Background: an optimization exercise with open tools, aiming at small area, a short achievable clock period and few clock cycles. Do not read the settings as production practice.
In this exercise RTL edits were held to simulation tests only and were not proved equivalent to the original.
Power is estimated from default activity; no workload was simulated.

===== flow/config.mk =====
export PLATFORM = sky130hd
export DESIGN_NAME = life_top
export DESIGN_NICKNAME = life_top
export VERILOG_FILES = /design/flow/design.v
export SDC_FILE = /design/flow/constraint.sdc
export NUM_CORES = 4
export LEC_CHECK = 0
export CAP_MARGIN = 20
export CORE_MARGIN = 2
export CORE_UTILIZATION = 40
export SLEW_MARGIN = 20

===== flow/constraint.sdc =====
create_clock -name core_clock -period 7.0 [get_ports {clk}]
set_input_delay 1.4000 -clock core_clock [delete_from_list [all_inputs] [get_ports {clk}]]
set_output_delay 1.4000 -clock core_clock [all_outputs]
set_load 0.01 [all_outputs]

===== flow/design.v =====
`timescale 1ns/1ps
module row_ram (
    input  logic                   clk,
    input  logic [5-1:0] addr,
    input  logic [40-1:0]  wdata,
    input  logic                   wen,
    output logic [40-1:0]  rdata    
);
    logic [40-1:0] cells [30];
    always_ff @(posedge clk) begin
        if (wen) begin
            cells[addr] <= wdata;
        end
    end
    always_ff @(posedge clk) begin
        rdata <= cells[addr];
    end
endmodule
`timescale 1ns/1ps
module cmd_front (
    input  logic                   clk,
    input  logic                   reset_n,
    input  logic                   preset_load,
    input  logic                   toggle,
    input  logic                   step,
    input  logic                   rd_en,
    input  logic [2:0]             preset_sel,
    input  logic [6-1:0] cell_x,
    input  logic [5-1:0] cell_y,
    input  logic [5-1:0] rd_row,
    input  logic                   busy,
    output logic                   cmd_valid,
    output logic [1:0]             cmd,
    output logic [2:0]             preset,
    output logic [6-1:0] col,
    output logic [5-1:0] row
);
    logic accept;
    logic any_strobe;
    assign any_strobe = preset_load | toggle | step | rd_en;
    assign accept     = any_strobe && !busy && !cmd_valid;  
    always_ff @(posedge clk or negedge reset_n) begin
        if (!reset_n) begin
            cmd_valid <= 1'b0;
        end else begin
            cmd_valid <= accept;
        end
    end
    always_ff @(posedge clk) begin
        if (accept) begin
            preset <= preset_sel;
            col    <= cell_x;
            if (preset_load) begin
                cmd <= 2'd0;
            end else if (toggle) begin
                cmd <= 2'd1;
                row <= cell_y;
            end else if (step) begin
                cmd <= 2'd2;
            end else begin
                cmd <= 2'd3;
                row <= rd_row;
            end
        end
    end
endmodule
`timescale 1ns/1ps
module preset_rom (
    input  logic [2:0]             preset,
    input  logic [5-1:0] row,
    output logic [40-1:0]  pattern
);
    always_comb begin
        pattern = '0;
        case (preset)
            3'd1: begin
                case (row)
                    5'd0:    pattern = (40'(7'b1) << (40 - (1) - (1)));
                    5'd1:    pattern = (40'(7'b11) << (40 - (2) - (2)));
                    5'd2:    pattern = (40'(7'b11) << (40 - (1) - (2)));
                    default: pattern = '0;
                endcase
            end
            3'd2: begin
                case (row)
                    5'd13, 5'd17:        pattern = (40'(7'b10101) << (40 - (17) - (5)));
                    5'd14, 5'd15, 5'd16: pattern = (40'(7'b10001) << (40 - (17) - (5)));
                    default:             pattern = '0;
                endcase
            end
            3'd3: begin
                case (row)
                    5'd13, 5'd14: pattern = (40'(7'b11011) << (40 - (17) - (5)));
                    5'd15:        pattern = (40'(7'b01010) << (40 - (17) - (5)));
                    5'd16, 5'd17: pattern = (40'(7'b1010101) << (40 - (16) - (7)));
                    5'd18:        pattern = (40'(7'b1100011) << (40 - (16) - (7)));
                    default:      pattern = '0;
                endcase
            end
            default: pattern = '0;    
        endcase
    end
endmodule
`timescale 1ns/1ps
module life_row_rule (
    input  logic [40-1:0] above,
    input  logic [40-1:0] middle,
    input  logic [40-1:0] below,
    output logic [40-1:0] next
);
    logic [40+1:0] a_pad;
    logic [40+1:0] m_pad;
    logic [40+1:0] b_pad;
    assign a_pad = {1'b0, above, 1'b0};
    assign m_pad = {1'b0, middle, 1'b0};
    assign b_pad = {1'b0, below, 1'b0};
    for (genvar i = 0; i < 40; i++) begin : g_cell
        logic [3:0] nbr;
        assign nbr = 4'(a_pad[i]) + 4'(a_pad[i+1]) + 4'(a_pad[i+2])
                   + 4'(m_pad[i])                  + 4'(m_pad[i+2])
                   + 4'(b_pad[i]) + 4'(b_pad[i+1]) + 4'(b_pad[i+2]);
        assign next[i] = (nbr == 4'd3) || (middle[i] && nbr == 4'd2);
    end
endmodule
`timescale 1ns/1ps
module life_engine (
    input  logic                   clk,
    input  logic                   reset_n,
    input  logic                   cmd_valid,
    input  logic [1:0]             cmd,
    input  logic [2:0]             preset,
    input  logic [6-1:0] col,
    input  logic [5-1:0] row,
    output logic                   busy,
    output logic                   rd_valid,
    output logic [40-1:0]  rd_data,
    output logic [5-1:0] cur_addr,
    output logic [40-1:0]  cur_wdata,
    output logic                   cur_wen,
    input  logic [40-1:0]  cur_rdata,
    output logic [5-1:0] nxt_addr,
    output logic [40-1:0]  nxt_wdata,
    output logic                   nxt_wen,
    input  logic [40-1:0]  nxt_rdata
);
    localparam logic [5-1:0] LAST_ROW = 5'(30 - 1);
    localparam logic [5-1:0] ROW_END  = 5'(30);
    localparam logic [3:0] S_IDLE       = 4'd0;
    localparam logic [3:0] S_PRESET     = 4'd1;
    localparam logic [3:0] S_TGL_RD     = 4'd2;
    localparam logic [3:0] S_TGL_WAIT   = 4'd3;
    localparam logic [3:0] S_TGL_WR     = 4'd4;
    localparam logic [3:0] S_STEP_FETCH = 4'd5;
    localparam logic [3:0] S_STEP_WRITE = 4'd6;
    localparam logic [3:0] S_COPY       = 4'd7;
    localparam logic [3:0] S_READ       = 4'd8;
    logic [3:0]             state;
    logic [5-1:0] cnt;      
    logic [1:0]             phase;    
    logic [40-1:0]  win_above;
    logic [40-1:0]  win_mid;
    logic [40-1:0]  win_below;
    logic [40-1:0]  rom_word;
    logic [40-1:0]  rule_word;
    logic [40-1:0]  toggle_mask;
    preset_rom u_preset_rom (
        .preset  (preset),
        .row     (cnt),
        .pattern (rom_word)
    );
    life_row_rule u_row_rule (
        .above  (win_above),
        .middle (win_mid),
        .below  (win_below),
        .next   (rule_word)
    );
    assign toggle_mask = 40'(1) << (40 - 1 - col);
    assign busy        = cmd_valid || (state != S_IDLE) || rd_valid;
    always_comb begin
        cur_addr  = row;           
        cur_wdata = cur_rdata ^ toggle_mask;
        cur_wen   = 1'b0;
        nxt_addr  = cnt;
        nxt_wdata = rule_word;
        nxt_wen   = 1'b0;
        case (state)
            S_PRESET: begin
                cur_addr  = cnt;
                cur_wdata = rom_word;
                cur_wen   = 1'b1;
            end
            S_TGL_WR: cur_wen = 1'b1;
            S_STEP_FETCH: begin
                case (phase)
                    2'd0:    cur_addr = (cnt == '0) ? cnt : cnt - 1'b1;
                    2'd1:    cur_addr = cnt;
                    default: cur_addr = (cnt == LAST_ROW) ? cnt : cnt + 1'b1;
                endcase
            end
            S_STEP_WRITE: nxt_wen = 1'b1;
            S_COPY: begin
                nxt_addr  = (cnt == ROW_END) ? LAST_ROW : cnt;
                cur_addr  = cnt - 1'b1;
                cur_wdata = nxt_rdata;
                cur_wen   = (cnt != '0);
            end
            default: ;
        endcase
    end
    always_ff @(posedge clk) begin
        if (state == S_STEP_FETCH) begin
            case (phase)
                2'd1:    win_above <= (cnt == '0) ? '0 : cur_rdata;
                2'd2:    win_mid   <= cur_rdata;
                2'd3:    win_below <= (cnt == LAST_ROW) ? '0 : cur_rdata;
                default: ;
            endcase
        end
    end
    always_ff @(posedge clk or negedge reset_n) begin
        if (!reset_n) begin
            state    <= S_IDLE;
            cnt      <= '0;
            phase    <= '0;
            rd_valid <= 1'b0;
            rd_data  <= '0;
        end else begin
            rd_valid <= 1'b0;
            case (state)
                S_IDLE: begin
                    if (cmd_valid) begin
                        cnt   <= '0;
                        phase <= '0;
                        case (cmd)
                            2'd0: state <= S_PRESET;
                            2'd1: state <= S_TGL_RD;
                            2'd2:   state <= S_STEP_FETCH;
                            default:     state <= S_READ;
                        endcase
                    end
                end
                S_PRESET: begin
                    cnt <= cnt + 1'b1;
                    if (cnt == LAST_ROW) state <= S_IDLE;
                end
                S_TGL_RD:   state <= S_TGL_WAIT;
                S_TGL_WAIT: state <= S_TGL_WR;
                S_TGL_WR:   state <= S_IDLE;
                S_STEP_FETCH: begin
                    phase <= phase + 1'b1;
                    if (phase == 2'd3) state <= S_STEP_WRITE;
                end
                S_STEP_WRITE: begin
                    if (cnt == LAST_ROW) begin
                        cnt   <= '0;
                        state <= S_COPY;
                    end else begin
                        cnt   <= cnt + 1'b1;
                        state <= S_STEP_FETCH;
                    end
                end
                S_COPY: begin
                    cnt <= cnt + 1'b1;
                    if (cnt == ROW_END) state <= S_IDLE;
                end
                S_READ: begin
                    rd_valid <= 1'b1;
                    rd_data  <= cur_rdata;
                    state    <= S_IDLE;
                end
                default: state <= S_IDLE;
            endcase
        end
    end
endmodule
`timescale 1ns/1ps
module life_top (
    input  logic                   clk,
    input  logic                   reset_n,
    input  logic                   preset_load,
    input  logic [2:0]             preset_sel,
    input  logic                   toggle,
    input  logic [6-1:0] cell_x,
    input  logic [5-1:0] cell_y,
    input  logic                   step,
    input  logic                   rd_en,
    input  logic [5-1:0] rd_row,
    output logic                   busy,
    output logic                   rd_valid,
    output logic [40-1:0]  rd_data
);
    logic                   cmd_valid;
    logic [1:0]             cmd;
    logic [2:0]             preset;
    logic [6-1:0] col;
    logic [5-1:0] row;
    logic [5-1:0] cur_addr;
    logic [40-1:0]  cur_wdata;
    logic                   cur_wen;
    logic [40-1:0]  cur_rdata;
    logic [5-1:0] nxt_addr;
    logic [40-1:0]  nxt_wdata;
    logic                   nxt_wen;
    logic [40-1:0]  nxt_rdata;
    cmd_front u_cmd_front (
        .clk         (clk),
        .reset_n     (reset_n),
        .preset_load (preset_load),
        .toggle      (toggle),
        .step        (step),
        .rd_en       (rd_en),
        .preset_sel  (preset_sel),
        .cell_x      (cell_x),
        .cell_y      (cell_y),
        .rd_row      (rd_row),
        .busy        (busy),
        .cmd_valid   (cmd_valid),
        .cmd         (cmd),
        .preset      (preset),
        .col         (col),
        .row         (row)
    );
    life_engine u_life_engine (
        .clk       (clk),
        .reset_n   (reset_n),
        .cmd_valid (cmd_valid),
        .cmd       (cmd),
        .preset    (preset),
        .col       (col),
        .row       (row),
        .busy      (busy),
        .rd_valid  (rd_valid),
        .rd_data   (rd_data),
        .cur_addr  (cur_addr),
        .cur_wdata (cur_wdata),
        .cur_wen   (cur_wen),
        .cur_rdata (cur_rdata),
        .nxt_addr  (nxt_addr),
        .nxt_wdata (nxt_wdata),
        .nxt_wen   (nxt_wen),
        .nxt_rdata (nxt_rdata)
    );
    row_ram u_cur_ram (
        .clk   (clk),
        .addr  (cur_addr),
        .wdata (cur_wdata),
        .wen   (cur_wen),
        .rdata (cur_rdata)
    );
    row_ram u_nxt_ram (
        .clk   (clk),
        .addr  (nxt_addr),
        .wdata (nxt_wdata),
        .wen   (nxt_wen),
        .rdata (nxt_rdata)
    );
endmodule

===== flow/run.sh =====
#!/bin/bash
# synth_recipe.tcl (not shown) runs the flow's synth.tcl, then flattens the netlist and writes it again
# the make line also repeats each setting of config.mk as NAME=value (left out here)
make -C /OpenROAD-flow-scripts/flow DESIGN_CONFIG=/design/flow/config.mk WORK_HOME=/design/flow/orfs CLKGATE_MAP_FILE= SYNTH_SCRIPT=/design/flow/synth_recipe.tcl finish

==> flow_summary_export.csv <==
group,metric,value,unit
run_status,status,"no timing/DRC/antenna violations",
routing,viasPerCell,5.74,
placement,gp_congestion,0.863,
clock_tree,clockBufferDepth,4,
floorplanning,die_h,523,um
yosys,synth_area_leaders,"edfxtp_1 (71%), nand2_1 (5.8%), fa_1 (2.9%), a222oi_1 (2.6%), nand3_1 (2.4%)",
yosys,synthDominantCellAreaShare,70.7,%
yosys,yosysTopAreaCell,"edfxtp_1",
hold_path,min_path_type,"flop to flop",
power,combinationalPowerShare,29.0,%
routing,vias,65600,
yosys,yosys_warnings,4,
placement,port_buffers,66,
timing,final-setup-viol-count,0,
power,pwr-share-clk,28.4,%
worst_setup_path,cp.arrival,6.21,ns
yosys,ys_types,84,
worst_setup_path,crit_fanout,45,
routing,drc,0,
floorplanning,fp-row-count,190,
floorplanning,io_pins,67,
timing,timing.final.hold_violations,0,
grt,grt-ovfl-total,0,
power,p_sw,0.0173,W
yosys,yosysSeqAreaShare,73.4,%
final_layout,final_nets,7980,
power,p_int,0.0319,W
worst_setup_path,crit_type,"flop to flop",
timing,fmax,175,MHz
placement,place_worst_setup_slack,1.44,ns
power,sw_frac_of_total,35.2,%
timing,rsz0062_at_grt,"false",
clock_tree,cts_resized,0,
worst_setup_path,startpoint_type,"flop",
worst_setup_path,required,7.50,ns
routing,drtPass1Iterations,13,
final_layout,fill_cells,23200,
floorplanning,core_area,268000,sq um
power,p_leak,41.9,nW
flow_run,maxCapViolations,0,
grt,grt_pass1_vias,64500,
clock_tree,holdBufCountCts,0,
yosys,synthFlopType,"edfxtp_1",
floorplanning,initial_core_util,40.2,%
yosys,synth.top_cells.by_count,"edfxtp_1 (2536), nand2_1 (1655), nand3_1 (507), a21oi_1 (407), inv_1 (287)",
timing,worst_slack,1.29,ns
floorplanning,die_area,273000,sq um
final_layout,utilization,45.5,%
floorplanning,die_w,523,um
yosys,synth_edf_count,2536,
clock_tree,root_buffer,"clkbuf_16",
clock_tree,clock_sinks,2669,
routing,finalWirelength,311000,um
clock_tree,cts-buffers-inserted,273,
timing,report.final.slew_viol_count,0,
clock_tree,clkLatencyLatePin,0.86,ns
final_layout,design_area,122000,sq um
clock_tree,cts_tree,"done",
clock_tree,path_clk_slew,0.06,ns
power,sequentialPowerShare,42.6,%
yosys,syn_inst,7577,
worst_setup_path,cp-end-kind,"flop",
timing,tightest_slew,1.16,ns
grt,grt_pass1_wl,446000,um
timing,fin_crit_sh,81.6,%
power,peakVddDrop,0.514,mV
yosys,synth.most_common_cell,"edfxtp_1",
routing,ant_nets,0,
routing,wl_per_cell,27.2,um
yosys,synthArstFlopShare,1.99,%
timing,skew,0.0435,ns
power,powerDensity,404,nW/um^2
timing,holdWs,0.510,ns
grt,grt_util_all_layers,22.2,%
clock_tree,htreeDepth,5,
grt,antenna_found_initial,12,
routing,drt-initial-drc-count,9051,
yosys,ys_ff_latch,2669,
timing,slew_headroom,22.4,%
timing,setup_tns,0,ns
final_layout,drive_gt1_share,10.0,%
grt,grt_max_degree,189,
yosys,syn_nets,7886,
yosys,syn_area,108000,sq um
clock_tree,post_cts_buffers,0,
placement,dp_hpwl,173000,um
placement,placed_cell_area,113000,sq um
timing,post-route-min-period,5.71,ns
yosys,syn_area_per_cell,14.2,sq um
final_layout,synthToLayoutAreaGrowth,13.1,%
logic make-up after synthesis:
logic type / share of synthesized area [%]
buffers and inverters: 2.89
xor gates and xnor gates: 0.350
DFF: 73.4
AOI/OAI and AO/OA: 7.09
and+or+nand+nor: 11.0
adders and majority gates: 4.39
muxes: 0.806
final timing paths:
check,cells after the start,startpoint,slack (ns),to
setup / recovery,10,u_life_engine.cnt[1]$_DFFE_PN0P_,1.29,u_cur_ram.cells[3][3]$_DFFE_PP_
hold / removal,1,u_life_engine.rd_data[17]$_DFFE_PN0P_,0.51,u_life_engine.rd_data[17]$_DFFE_PN0P_
setup reg to reg,10,u_life_engine.cnt[1]$_DFFE_PN0P_,1.29,u_cur_ram.cells[3][3]$_DFFE_PP_
hold reg to reg,1,u_life_engine.rd_data[17]$_DFFE_PN0P_,0.51,u_life_engine.rd_data[17]$_DFFE_PN0P_
max in group asynchronous,2,reset_n,5.66,u_cmd_front.cmd_valid$_DFF_PN0_
min in group asynchronous,2,reset_n,0.73,u_life_engine.rd_data[1]$_DFFE_PN0P_
final cells by class:
type                            count  area (sq um)  share of cell area, %
Clock buffer                      350          7440                   6.11
Inverter                          289          1090                  0.892
Clock inverter                    125           975                  0.800
Timing Repair Buffer              260          2470                   2.03
Antenna cell                        3          7.51                0.00616
Sequential cell                  2669         79100                   64.9
Tap cell                         3552          4440                   3.65
Multi-Input combinational cell   4178         26300                   21.6
worst max-delay path: stages (launching register included):
cell and delay [ns]:
dfrtp_1 0.75, clkinv_1 0.48, ha_1 0.43, nand4_4 0.13, buf_4 0.49, mux2i_1 0.15, o211ai_1 0.34, or2_4 0.52
nand2_1 0.53, nor2_4 1.03, buf_4 0.47
registers in the layout (all words and copies together) (netlist names):
signal,count
u_cmd_front.cmd,2
u_cmd_front.cmd_valid,1
u_cmd_front.col,6
u_cmd_front.preset,3
u_cmd_front.row,5
u_cur_ram.cells,1200
u_cur_ram.rdata,40
u_life_engine.cnt,5
u_life_engine.phase,2
u_life_engine.rd_data,40
u_life_engine.rd_valid,1
u_life_engine.state,4
u_life_engine.win_above,40
u_life_engine.win_below,40
u_life_engine.win_mid,40
u_nxt_ram.cells,1200
u_nxt_ram.rdata,40
metal layers:
metal | track usage, % | wire [um]
met5 | 0 | 31
met3 | 3.16 | 25800
met2 | 36.8 | 149000
met1 | 29.7 | 123000
met4 | 8.57 | 12900
stage by stage:
| stage | power [W] | instances |
|---|---|---|
| 3_5_place_dp | 0.0354 | 10900 |
| 4_1_cts | 0.0493 | 11400 |
| 5_1_grt | 0.0512 | 11400 |
| 2_1_floorplan | 0.0295 | 7577 |
| 6_report | 0.0493 | 11400 |
| 3_3_place_gp | 0.0352 | 10900 |
power groups by stage:
stage / sequential, W / combinational, W / clock (W)
final: 0.0210 / 0.0143 / 0.0140
after global routing: 0.0210 / 0.0154 / 0.0147
after CTS: 0.0210 / 0.0142 / 0.0141
after detailed placement: 0.0213 / 0.0141 / 0
after global placement: 0.0213 / 0.0139 / 0
after floorplan: 0.0208 / 0.00872 / 0
layout by cell type (no fill, tap or decap), types with 48 or more instances in the layout:
| master | n |
|---|---|
| inv_1 | 287 |
| o21ai_0 | 77 |
| nor2_4 | 65 |
| fa_1 | 156 |
| a31oi_1 | 108 |
| edfxtp_1 | 2536 |
| nor4_1 | 82 |
| a21oi_1 | 405 |
| clkdlybuf4s50_1 | 65 |
| nand3_1 | 504 |
| clkbuf_16 | 279 |
| clkbuf_1 | 52 |
| ha_1 | 128 |
| nor2_1 | 49 |
| clkinv_2 | 48 |
| and3_1 | 97 |
| buf_4 | 166 |
| a222oi_1 | 280 |
| dfxtp_1 | 80 |
| and2_1 | 86 |
| dfrtp_1 | 53 |
| nand2_1 | 1650 |
Testbench counts, summed over its fixed seeds: cycles 64,256.

-- re-timing with driven ports --
The results above use ideal ports. As a check the final layout listed here was re-extracted and re-timed, cells and wires unchanged. Step 1, drivers: a clkbuf_16 drives clk and a buf_2 each remaining input, both assumed. Step 2 times the ports against the registers' clock, not the clock port: input delays grow and output delays shrink by t, the midpoint of the rising clock arrivals with the driver on. Three values: ideal ports, drivers, drivers and shift; two values: the first two.
t (ns): 0.925
setup slack, ns: 1.291 / 1.291 / 1.291
hold slack, ns: 0.510 / 0.510 / 0.510
slew at the worst register clock pin (ns): 0.07 / 0.07
worst slew at a driven data input, ns: 0.04
After both steps this run still meets setup and hold. The setup slack of this run moves by 0.000 ns with the drivers and by 0.000 ns with both steps.
